Background: an optimization exercise with open tools, aiming at small area. Do not read the settings as production practice.
In this exercise RTL edits were held to simulation tests only and were not proved equivalent to the original.
No activity file was given, so power comes from the tool's default toggle rates.

--- design/flow/flow/run.sh ---
#!/bin/bash
# The standard layout (standard.sh) with these changes:
#  - synthesis: the final ABC mapping uses an area-oriented script
#    (flow/abc_area_map.script) in place of ORFS's speed script. Everything
#    else, register mapping and names included, is the standard synthesis.
#  - placement: ports are buffered with buf_2 instead of the default cell.
#  - clock tree: clkbuf_8 leaf clusters of up to 20 sinks, 45 um across,
#    and no dummy loads.
# Each tool's output goes to a log of its own here (synth.log, layout.log);
# ORFS's per-step logs are under orfs/logs.
set -euo pipefail
W=$(pwd)
rm -rf "$W/scripts_abc"
cp -r "$FLOW_HOME/scripts" "$W/scripts_abc"
cp "$W/flow/abc_area_map.script" "$W/scripts_abc/abc_speed.script"
SCRIPTS_DIR="$W/scripts_abc" bash standard.sh synth > "$W/synth.log" 2>&1
export BUFFER_PORTS_ARGS="-buffer_cell sky130_fd_sc_hd__buf_2"
export CTS_ARGS="-sink_clustering_enable -repair_clock_nets -dont_use_dummy_load -buf_list sky130_fd_sc_hd__clkbuf_8 -sink_clustering_size 20 -sink_clustering_max_diameter 45"
bash standard.sh finish > "$W/layout.log" 2>&1
--- design/flow/flow/abc_area_map.script ---
strash
&get -n
&st
&dch -f
&nf -R 1000
&put
buffer -c -N 16
topo
stime -c
upsize -c
dnsize -c
--- design/flow/standard.sh ---
#!/bin/bash
# synth_recipe.tcl (not shown) runs the flow's synth.tcl, then flattens the netlist and writes it again
# the make line also repeats each setting of config.mk as NAME=value (left out here)
make -C /OpenROAD-flow-scripts/flow DESIGN_CONFIG=/design/flow/config.mk WORK_HOME=/design/flow/orfs CLKGATE_MAP_FILE= SYNTH_SCRIPT=/design/flow/synth_recipe.tcl "${@:-finish}"
--- design/flow/config.mk ---
export PLATFORM = sky130hd
export DESIGN_NAME = rv_exec_top
export DESIGN_NICKNAME = rv_exec_top
export VERILOG_FILES = /design/flow/design.v
export SDC_FILE = /design/flow/constraint.sdc
export NUM_CORES = 4
export LEC_CHECK = 0
export CAP_MARGIN = 10
export CORE_MARGIN = 2
export CORE_UTILIZATION = 52
export GPL_TIMING_DRIVEN = 0
export SETUP_SLACK_MARGIN = 0.15
export SLEW_MARGIN = 10
--- design/flow/constraint.sdc ---
create_clock -name core_clock -period 8.0 [get_ports {i_clk}]
set_input_delay 1.6000 -clock core_clock [delete_from_list [all_inputs] [get_ports {i_clk}]]
set_output_delay 1.6000 -clock core_clock [all_outputs]
set_load 0.01 [all_outputs]
--- design/flow/design.v ---
package rv_exec_pkg;
    typedef logic [32-1:0] word_t;
    typedef logic [5-1:0] reg_addr_t;
    typedef logic [3:0] alu_op_t;
    localparam alu_op_t ALU_ADD   = 4'd0;
    localparam alu_op_t ALU_SUB   = 4'd1;
    localparam alu_op_t ALU_SLL   = 4'd2;
    localparam alu_op_t ALU_SLT   = 4'd3;
    localparam alu_op_t ALU_SLTU  = 4'd4;
    localparam alu_op_t ALU_XOR   = 4'd5;
    localparam alu_op_t ALU_SRL   = 4'd6;
    localparam alu_op_t ALU_SRA   = 4'd7;
    localparam alu_op_t ALU_OR    = 4'd8;
    localparam alu_op_t ALU_AND   = 4'd9;
    localparam alu_op_t ALU_PASSB = 4'd10;
    localparam logic [6:0] OPC_OP    = 7'b0110011;
    localparam logic [6:0] OPC_OPIMM = 7'b0010011;
    localparam logic [6:0] OPC_LUI   = 7'b0110111;
    localparam logic [2:0] F3_ADD_SUB = 3'b000;
    localparam logic [2:0] F3_SLL     = 3'b001;
    localparam logic [2:0] F3_SLT     = 3'b010;
    localparam logic [2:0] F3_SLTU    = 3'b011;
    localparam logic [2:0] F3_XOR     = 3'b100;
    localparam logic [2:0] F3_SRL_SRA = 3'b101;
    localparam logic [2:0] F3_OR      = 3'b110;
    localparam logic [2:0] F3_AND     = 3'b111;
    localparam logic [6:0] F7_BASE = 7'b0000000;
    localparam logic [6:0] F7_ALT  = 7'b0100000;
endpackage
`timescale 1ns/1ns
module rv_regfile
(
    input  logic        i_clk,
    input  logic [31:1] i_we,         
    input  logic [31:0] i_wdata,
    input  logic [31:1] i_rs1_sel,
    input  logic [31:1] i_rs2_sel,
    output logic [31:0] o_rs1_data,
    output logic [31:0] o_rs2_data
);
    logic [31:0] regs_q [1:31];
    for (genvar r = 1; r < 32; r++)
    begin : g_row
        always_ff @(posedge i_clk)
        begin
            if (i_we[r])
                regs_q[r] <= i_wdata;
        end
    end
    always_comb
    begin
        o_rs1_data = '0;
        o_rs2_data = '0;
        for (int r = 1; r < 32; r++)
        begin
            o_rs1_data = o_rs1_data | ({32{i_rs1_sel[r]}} & regs_q[r]);
            o_rs2_data = o_rs2_data | ({32{i_rs2_sel[r]}} & regs_q[r]);
        end
    end
endmodule
`timescale 1ns/1ns
module rv_decoder
(
    input  logic [31:0] i_instr,
    output logic [31:1] o_rs1_sel,    
    output logic [31:1] o_rs2_sel,    
    output logic [31:0] o_imm,        
    output logic        o_legal,
    output logic [2:0]  o_f3,         
    output logic        o_sub,        
    output logic        o_sra
);
    logic [6:0] opcode;
    logic [2:0] f3;
    logic [6:0] f7;
    logic       is_op, is_opimm, is_lui;
    logic       f7_base, f7_alt;
    assign opcode   = i_instr[6:0];
    assign f3       = i_instr[14:12];
    assign f7       = i_instr[31:25];
    assign is_op    = (opcode == 7'b0110011);
    assign is_opimm = (opcode == 7'b0010011);
    assign is_lui   = (opcode == 7'b0110111);
    assign f7_base  = (f7 == 7'b0000000);
    assign f7_alt   = (f7 == 7'b0100000);
    always_comb
    begin
        o_legal = is_lui;
        if (is_op)
            o_legal = f7_base || (f7_alt && ((f3 == 3'b000) || (f3 == 3'b101)));
        if (is_opimm)
            o_legal = (f3 == 3'b001) ? f7_base :
                      (f3 == 3'b101) ? (f7_base || f7_alt) : 1'b1;
    end
    for (genvar i = 1; i < 32; i++)
    begin : g_sel
        assign o_rs1_sel[i] = !is_lui && (i_instr[19:15] == i);
        assign o_rs2_sel[i] = is_op && (i_instr[24:20] == i);
    end
    always_comb
    begin
        if (is_op)
            o_imm = '0;
        else if (is_lui)
            o_imm = {i_instr[31:12], 12'b0};
        else
            o_imm = {{20{i_instr[31]}}, i_instr[31:20]};
    end
    assign o_f3  = is_lui ? 3'b000 : f3;
    assign o_sub = (is_op && (f3 == 3'b000) && i_instr[30]) || (!is_lui && (f3[2:1] == 2'b01));
    assign o_sra = i_instr[30];
endmodule
`timescale 1ns/1ns
module rv_alu
(
    input  logic [31:0] i_a,
    input  logic [31:0] i_bx,
    input  logic        i_sub,
    input  logic        i_fill,       
    input  logic        i_sel_add,
    input  logic        i_sel_sll,
    input  logic        i_sel_srx,
    input  logic        i_sel_slt,
    input  logic        i_sel_sltu,
    input  logic        i_sel_p,      
    input  logic        i_sel_g,      
    output logic [31:0] o_result
);
    logic [31:0] p, g;
    logic [31:0] gp, pp;
    logic [31:0] carry;
    logic [31:0] sum;
    logic        lt, ltu;
    logic [31:0] sh_out;
    assign p = i_a ^ i_bx;
    assign g = i_a & i_bx;
    always_comb
    begin
        gp = g;
        pp = p;
        gp[0] = g[0] | (p[0] & i_sub);
        for (int d = 1; d < 32; d = d * 2)
            for (int i = 2 * d - 1; i < 32; i = i + 2 * d)
            begin
                gp[i] = gp[i] | (pp[i] & gp[i - d]);
                pp[i] = pp[i] & pp[i - d];
            end
        for (int d = 8; d >= 1; d = d / 2)
            for (int i = 3 * d - 1; i < 32; i = i + 2 * d)
            begin
                gp[i] = gp[i] | (pp[i] & gp[i - d]);
                pp[i] = pp[i] & pp[i - d];
            end
    end
    assign carry = {gp[30:0], i_sub};
    assign sum   = p ^ carry;
    assign ltu   = !gp[31];
    assign lt    = p[31] ^ gp[31];
    assign sh_out = 32'($signed({i_fill, i_a}) >>> i_bx[4:0]);
    always_comb
    begin
        for (int i = 0; i < 32; i++)
            o_result[i] = (i_sel_add & sum[i])
                        | (i_sel_srx & sh_out[i])
                        | (i_sel_sll & sh_out[31-i])
                        | (i_sel_p & p[i])
                        | (i_sel_g & g[i]);
        o_result[0] = o_result[0] | (i_sel_slt & lt) | (i_sel_sltu & ltu);
    end
endmodule
`timescale 1ns/1ns
module rv_pipe_ctrl
(
    input  logic        i_clk,
    input  logic        i_rst_n,
    input  logic        i_instr_valid,
    output logic        o_instr_ready,
    input  logic [4:0]  i_rd,
    input  logic [31:0] i_a,
    input  logic [31:0] i_b,
    input  logic [2:0]  i_f3,
    input  logic        i_sub,
    input  logic        i_sra,
    input  logic        i_legal,
    output logic [31:0] o_a,          
    output logic [31:0] o_bx,         
    output logic        o_sub,
    output logic        o_fill,
    output logic [6:0]  o_sel,        
    output logic        o_wb_valid,
    output logic [4:0]  o_wb_rd,
    output logic        o_wb_illegal,
    input  logic        i_wb_ready,
    output logic        o_wr          
);
    logic        valid_q;
    logic [4:0]  rd_q;
    logic        legal_q;
    logic [6:0]  sel_q;
    logic [6:0]  sel_d;
    logic [31:0] a_d;
    assign o_instr_ready = !valid_q || i_wb_ready;
    always_ff @(posedge i_clk)
    begin
        if (!i_rst_n)
            valid_q <= 1'b0;
        else if (o_instr_ready)
            valid_q <= i_instr_valid;
    end
    always_comb
    begin
        sel_d = '0;
        case (i_f3)
            3'b000: sel_d[0] = 1'b1;
            3'b001: sel_d[1] = 1'b1;
            3'b101: sel_d[2] = 1'b1;
            3'b010: sel_d[3] = 1'b1;
            3'b011: sel_d[4] = 1'b1;
            3'b100: sel_d[5] = 1'b1;
            3'b110: sel_d[6:5] = 2'b11;
            3'b111: sel_d[6] = 1'b1;
        endcase
        if (!i_legal)
            sel_d = '0;
    end
    always_comb
    begin
        for (int i = 0; i < 32; i++)
            a_d[i] = (i_f3 == 3'b001) ? i_a[31-i] : i_a[i];
    end
    always_ff @(posedge i_clk)
    begin
        if (o_instr_ready)
        begin
            rd_q    <= i_legal ? i_rd : 5'd0;
            legal_q <= i_legal;
            sel_q   <= sel_d;
            o_a     <= a_d;
            o_bx    <= i_b ^ {32{i_sub}};
            o_sub   <= i_sub;
            o_fill  <= i_sra && i_a[31];
        end
    end
    assign o_sel        = sel_q & {7{i_rst_n}};
    assign o_wb_valid   = valid_q;
    assign o_wb_rd      = rd_q;
    assign o_wb_illegal = !legal_q;
    assign o_wr         = valid_q && i_wb_ready && legal_q;
endmodule
`timescale 1ns/1ns
module rv_exec_top
(
    input  logic                   i_clk,
    input  logic                   i_rst_n,
    input  logic                   i_instr_valid,
    output logic                   o_instr_ready,
    input  rv_exec_pkg::word_t     i_instr,
    output logic                   o_wb_valid,
    output rv_exec_pkg::reg_addr_t o_wb_rd,
    output rv_exec_pkg::word_t     o_wb_data,
    output logic                   o_wb_illegal,
    input  logic                   i_wb_ready
);
    logic [31:1] rs1_sel, rs2_sel;
    logic [31:0] imm;
    logic        legal, sub, sra;
    logic [2:0]  f3;
    logic [31:0] rs1_data, rs2_data;
    logic [31:0] a_d, b_d;
    logic [31:0] ex_a, ex_bx;
    logic        ex_sub, ex_fill;
    logic [6:0]  ex_sel;
    logic [31:0] result;
    logic        wr;
    logic [31:1] we;
    logic        fwd1, fwd2;
    rv_decoder rv_decoder_i
    (
        .i_instr    (i_instr),
        .o_rs1_sel  (rs1_sel),
        .o_rs2_sel  (rs2_sel),
        .o_imm      (imm),
        .o_legal    (legal),
        .o_f3       (f3),
        .o_sub      (sub),
        .o_sra      (sra)
    );
    for (genvar r = 1; r < 32; r++)
    begin : g_we
        assign we[r] = !i_rst_n || (wr && (o_wb_rd == r));
    end
    rv_regfile rv_regfile_i
    (
        .i_clk      (i_clk),
        .i_we       (we),
        .i_wdata    (result),
        .i_rs1_sel  (rs1_sel),
        .i_rs2_sel  (rs2_sel),
        .o_rs1_data (rs1_data),
        .o_rs2_data (rs2_data)
    );
    assign fwd1 = |(we & rs1_sel);
    assign fwd2 = |(we & rs2_sel);
    assign a_d  = fwd1 ? result : rs1_data;
    assign b_d  = fwd2 ? result : (rs2_data | imm);
    rv_pipe_ctrl rv_pipe_ctrl_i
    (
        .i_clk         (i_clk),
        .i_rst_n       (i_rst_n),
        .i_instr_valid (i_instr_valid),
        .o_instr_ready (o_instr_ready),
        .i_rd          (i_instr[11:7]),
        .i_a           (a_d),
        .i_b           (b_d),
        .i_f3          (f3),
        .i_sub         (sub),
        .i_sra         (sra),
        .i_legal       (legal),
        .o_a           (ex_a),
        .o_bx          (ex_bx),
        .o_sub         (ex_sub),
        .o_fill        (ex_fill),
        .o_sel         (ex_sel),
        .o_wb_valid    (o_wb_valid),
        .o_wb_rd       (o_wb_rd),
        .o_wb_illegal  (o_wb_illegal),
        .i_wb_ready    (i_wb_ready),
        .o_wr          (wr)
    );
    rv_alu rv_alu_i
    (
        .i_a        (ex_a),
        .i_bx       (ex_bx),
        .i_sub      (ex_sub),
        .i_fill     (ex_fill),
        .i_sel_add  (ex_sel[0]),
        .i_sel_sll  (ex_sel[1]),
        .i_sel_srx  (ex_sel[2]),
        .i_sel_slt  (ex_sel[3]),
        .i_sel_sltu (ex_sel[4]),
        .i_sel_p    (ex_sel[5]),
        .i_sel_g    (ex_sel[6]),
        .o_result   (result)
    );
    assign o_wb_data = result;
endmodule
==> notes.md <==
kinds of logic after synthesis:
logic type                 share of synthesized area
adders and majority gates                     0.0152
buffers and inverters                         0.0166
AOI/OAI and AO/OA                              0.229
and+or+nand+nor                               0.0569
muxes                                         0.0136
DFF                                            0.662
xor gates and xnor gates                     0.00667
metal layers:
metal | vias to the layer above | part of all wire
li1 | 15200 | -
met1 | 18300 | 0.37
met2 | 2263 | 0.48
met3 | 473 | 0.087
met4 | 6 | 0.058
met5 | - | 0.0011
repair_timing:
action,4_1_cts,5_1_grt
gates cloned,5,0
hold buffers,0,0
pin swaps,6,0
setup buffers,11,0
endpoints found under the setup margin,25,12
gates resized for setup,36,5
per-stage QoR:
step / instance area (um2) / setup WS, ns / std cells / hold WS, ns / TNS, ns
2_1_floorplan: 48600 / 1.39 / 3350 / 0.722 / 0
3_3_place_gp: 50500 / -3.59 / 4672 / 0.772 / -176.86
3_5_place_dp: 52000 / -0.599 / 4722 / 0.787 / -11.43
4_1_cts: 54000 / 0.148 / 4868 / 0.801 / 0
5_1_grt: 54000 / 0.162 / 4872 / 0.851 / 0
6_report: 54000 / 0.316 / 4872 / 0.791 / 0
tightest hold or removal path: stages, from the launching register on:
cell and delay [ns]:
edfxtp_1 0.35, nand2_1 0.06, nand4_1 0.08, o21ai_1 0.07, xnor2_1 0.13
final cells by class:
type	instances	share of cell area
clock buffer	130	0.0331
antenna	3	0.000139
timing repair buffer	130	0.0267
buffer	183	0.0138
multi-input combinational	2075	0.300
sequential	1072	0.595
timing repair inverter	2	0.000185
tap	1254	0.0290
inverter	23	0.00174
worst max-delay path by stage:
stage / start / to / slack (ns) / cells past startpoint
3_5_place_dp: i_rst_n / o_wb_data[23] / -0.60 / 8
4_1_cts: rv_pipe_ctrl_i.o_bx[1] / o_wb_data[31] / 0.15 / 24
6_report: rv_pipe_ctrl_i.o_bx[1] / o_wb_data[31] / 0.32 / 24
3_3_place_gp: i_wb_ready / rv_pipe_ctrl_i.o_a[3] / -3.59 / 12
5_1_grt: rv_pipe_ctrl_i.o_bx[1] / o_wb_data[31] / 0.16 / 24
2_1_floorplan: i_wb_ready / rv_pipe_ctrl_i.o_a[24] / 1.39 / 11
cells in the mapped netlist (4+ instances only):
cell      number  area share
a221oi_2       6      0.0019
nor3_1        48      0.0049
a221o_1      650        0.13
nand4_1       25      0.0032
nand2_1      295       0.023
a222oi_1     134       0.028
nand3_1       98       0.010
o21ai_1       35      0.0036
a211oi_1      11      0.0017
ha_1          32      0.0082
a21oi_1      138       0.014
o21a_1         9      0.0014
a22oi_1       76       0.012
and2_1        13      0.0017
clkbuf_1     110      0.0085
xnor2_1       34      0.0061
a41o_1         7      0.0014
a31oi_1        9      0.0012
a221oi_1      67       0.012
buf_2         15      0.0015
inv_2          5     0.00039
a22o_1        12      0.0022
fa_1          17      0.0070
and3_1        11      0.0014
o211ai_1       4     0.00062
a21boi_0       7      0.0011
buf_4          4     0.00062
o21ai_0      121       0.012
buf_1         54      0.0042
nor2b_1       13      0.0017
a21o_1         4     0.00062
inv_1         18      0.0014
nor2_1       106      0.0082
edfxtp_1    1071        0.66
mux2i_1       47      0.0097
mux2_2        13      0.0030
power breakdown:
part	internal [mW]	leakage (nW)	switching (mW)
combinational	0.600	6.72	1.39
sequential	7.08	11.1	0.435
clock	1.44	0.935	1.85
total	9.12	18.7	3.68
state kept, by name, indices dropped and copies added, names as in the netlist:
| signal | flops |
|---|---|
| rv_pipe_ctrl_i.rd_q | 5 |
| rv_pipe_ctrl_i.o_fill | 1 |
| rv_pipe_ctrl_i.valid_q | 1 |
| rv_regfile_i.regs_q | 992 |
| rv_pipe_ctrl_i.o_bx | 32 |
| rv_pipe_ctrl_i.legal_q | 1 |
| rv_pipe_ctrl_i.sel_q | 7 |
| rv_pipe_ctrl_i.o_sub | 1 |
| rv_pipe_ctrl_i.o_a | 32 |
==> metrics.md <==
| Metric | Value |
|---|---|
| Status | `complete, no violations` |
| Setup CP Type | `flip-flop to output pin` |
| Ys async rst share | `0` |
| Drc violations | `0` |
| Period utilisation layout | `0.960` |
| Cells after synthesis | `3,350` |
| Register area | `32,200 um2` |
| Hold EP | `rv_pipe_ctrl_i.o_bx[9]` |
| Full die area | `96,000 um2` |
| Global-route wire length before repair | `247 mm` |
| Nets | `3,702` |
| Pwr/cell area | `237 nW/um2` |
| CTS tree | `done` |
| Commonest non-fill, non-tap cell in the layout | `edfxtp_1` |
| Vias in the first global route | `35.8k` |
| GRT Total Usage | `0.356` |
| Relative slew slack | `0.0880` |
| IO Count | `76` |
| CTS Root Buffer Type | `clkbuf_8` |
| Largest net degree at the start of global routing | `49` |
| GRT Residual Overflow | `0` |
| Synth warn | `5` |
| Worst Setup End Kind | `output pin` |
| Clk Latency, worst-skew pair | `0.87 ns` |
| DR vias | `36.2k` |
| Clk_skew | `0.114 ns` |
| H-Tree Level Count | `4` |
| DR iter-0 viols | `5,648` |
| Layout area overhead | `11.2%` |
| Top_reg_cell synth | `edfxtp_1` |
| Post-synth EDFFs | `1,071` |
| Multi-input gate area | `16,200 um2` |
| Final Hold Fails | `0` |
| Max-slew violation count | `0` |
| Finish-stage setup viols | `0` |
| GRT met2 Usage | `0.585` |
| Sequential share of the synthesized area | `0.662` |
| Critical path's slowest cell | `fa_1` |
| Worst R2R Start | `rv_pipe_ctrl_i.o_bx[1]` |
| Met3 Resource Use GR | `0.0648` |
| Worst path max stage delay | `0.47 ns` |
| Met1 usage | `0.446` |
| Die width | `310 um` |
| Min-delay src | `rv_regfile_i.regs_q[31][9]` |
| Top delay family on crit path | `compound AO/OA/AOI/OAI gates` |
| Syn_area_per_cell | `14.5 um2` |
| Clock Sinks | `1,072` |
| Placer Congestion | `0.994` |
| Worst Setup Start Kind | `flip-flop` |
| Worst reg2reg setup slack | `1.84 ns` |
| Pre-antenna DRT Iters | `10` |
| Actual slew at the worst max-slew pin | `1.37 ns` |
| I/O Buffers | `68` |
| Yosys cell types | `56` |
| Fillers | `7,500` |
| Critical R2R Capture | `rv_pipe_ctrl_i.o_a[29]` |
| Total power | `12.8 mW` |
| Tmin final | `7.68 ns` |
| Final Util | `0.581` |
| Initial antenna violation count | `6` |
| Post-DP HPWL | `123 mm` |
| Worst path cell trace | `clkbuf_2 > inv_2 > buf_6 > fa_1 > o21ai_2 > a21o_1 > a21oi_1 > o21bai_1 > a21oi_1 > o21ai_1 > nand3_1 > nand2_1 > a41o_4 > a31oi_2 > o21ai_2 > a31oi_1 > fa_1 > xnor2_1 > a22oi_1 > o211ai_1 > a21oi_4 > clkinvlp_4 > buf_4 > buf_2` |
| Leak | `18.7 nW` |
| Row cnt | `112` |
| Worst hold path class | `flip-flop to flip-flop` |
| Yosys reg bits | `1,072` |
| Routed len/inst | `35.2 um` |
| Achievable Freq | `0.130 GHz` |
| Core Region | `93,000 um2` |
| Clock buffer depth | `3` |
| Critical path fanouts, max | `16` |
| Clk slew on worst S/H paths | `0.06 ns` |
| CP arrival | `6.08 ns` |
| Die Ht | `310 um` |
| Buf+Inv Stages, Crit Path | `6` |
| Clock buffer count from CTS | `130` |
| Avg Vias per Cell | `7.44` |
| RSZ-0062 raised after global routing | `false` |
| Final wirelength | `172 mm` |
| Routed Antenna Nets | `0` |
| Max VDD drop | `0.152 mV` |
| Mapped Nets | `3,435` |
| Hold Crit Depth | `4` |
| CP required | `6.40 ns` |
| Cell count of the worst reg-to-reg path | `22` |
| GRT busiest layer | `met2` |
| Share of cells above drive strength 1 | `0.110` |
| Most frequent cells in the layout | `edfxtp_1 (1,071), a221o_1 (650), nand2_1 (276)` |
| Synthesized area | `48,600 um2` |
| Initial Utilization | `0.523` |
| Maximum capacitance violations | `0` |

[re-timing with driven ports]
Ports are ideal in the flow. The routed layout listed here was re-timed in OpenROAD. Step 1, drivers: a clkbuf_16 drives i_clk and a buf_2 each remaining input, both assumed. Step 2, shift: input delay + t, output delay - t, t = (earliest + latest rising clock arrival at the registers) / 2. This alone moves slack from input paths to output paths. Slacks: ideal ports / drivers / drivers and shift; pairs: ideal ports / drivers.
t (ns): 0.885
slack for setup (ns): 0.316 / 0.248 / -0.468
worst register clock-pin slew, ns: 0.11 / 0.11
pins driven straight from the clock port: 1
Met with ideal ports but missed after step 2: setup timing in this run. The setup slack of this run moves by -0.068 ns with the drivers and by -0.784 ns with both steps.
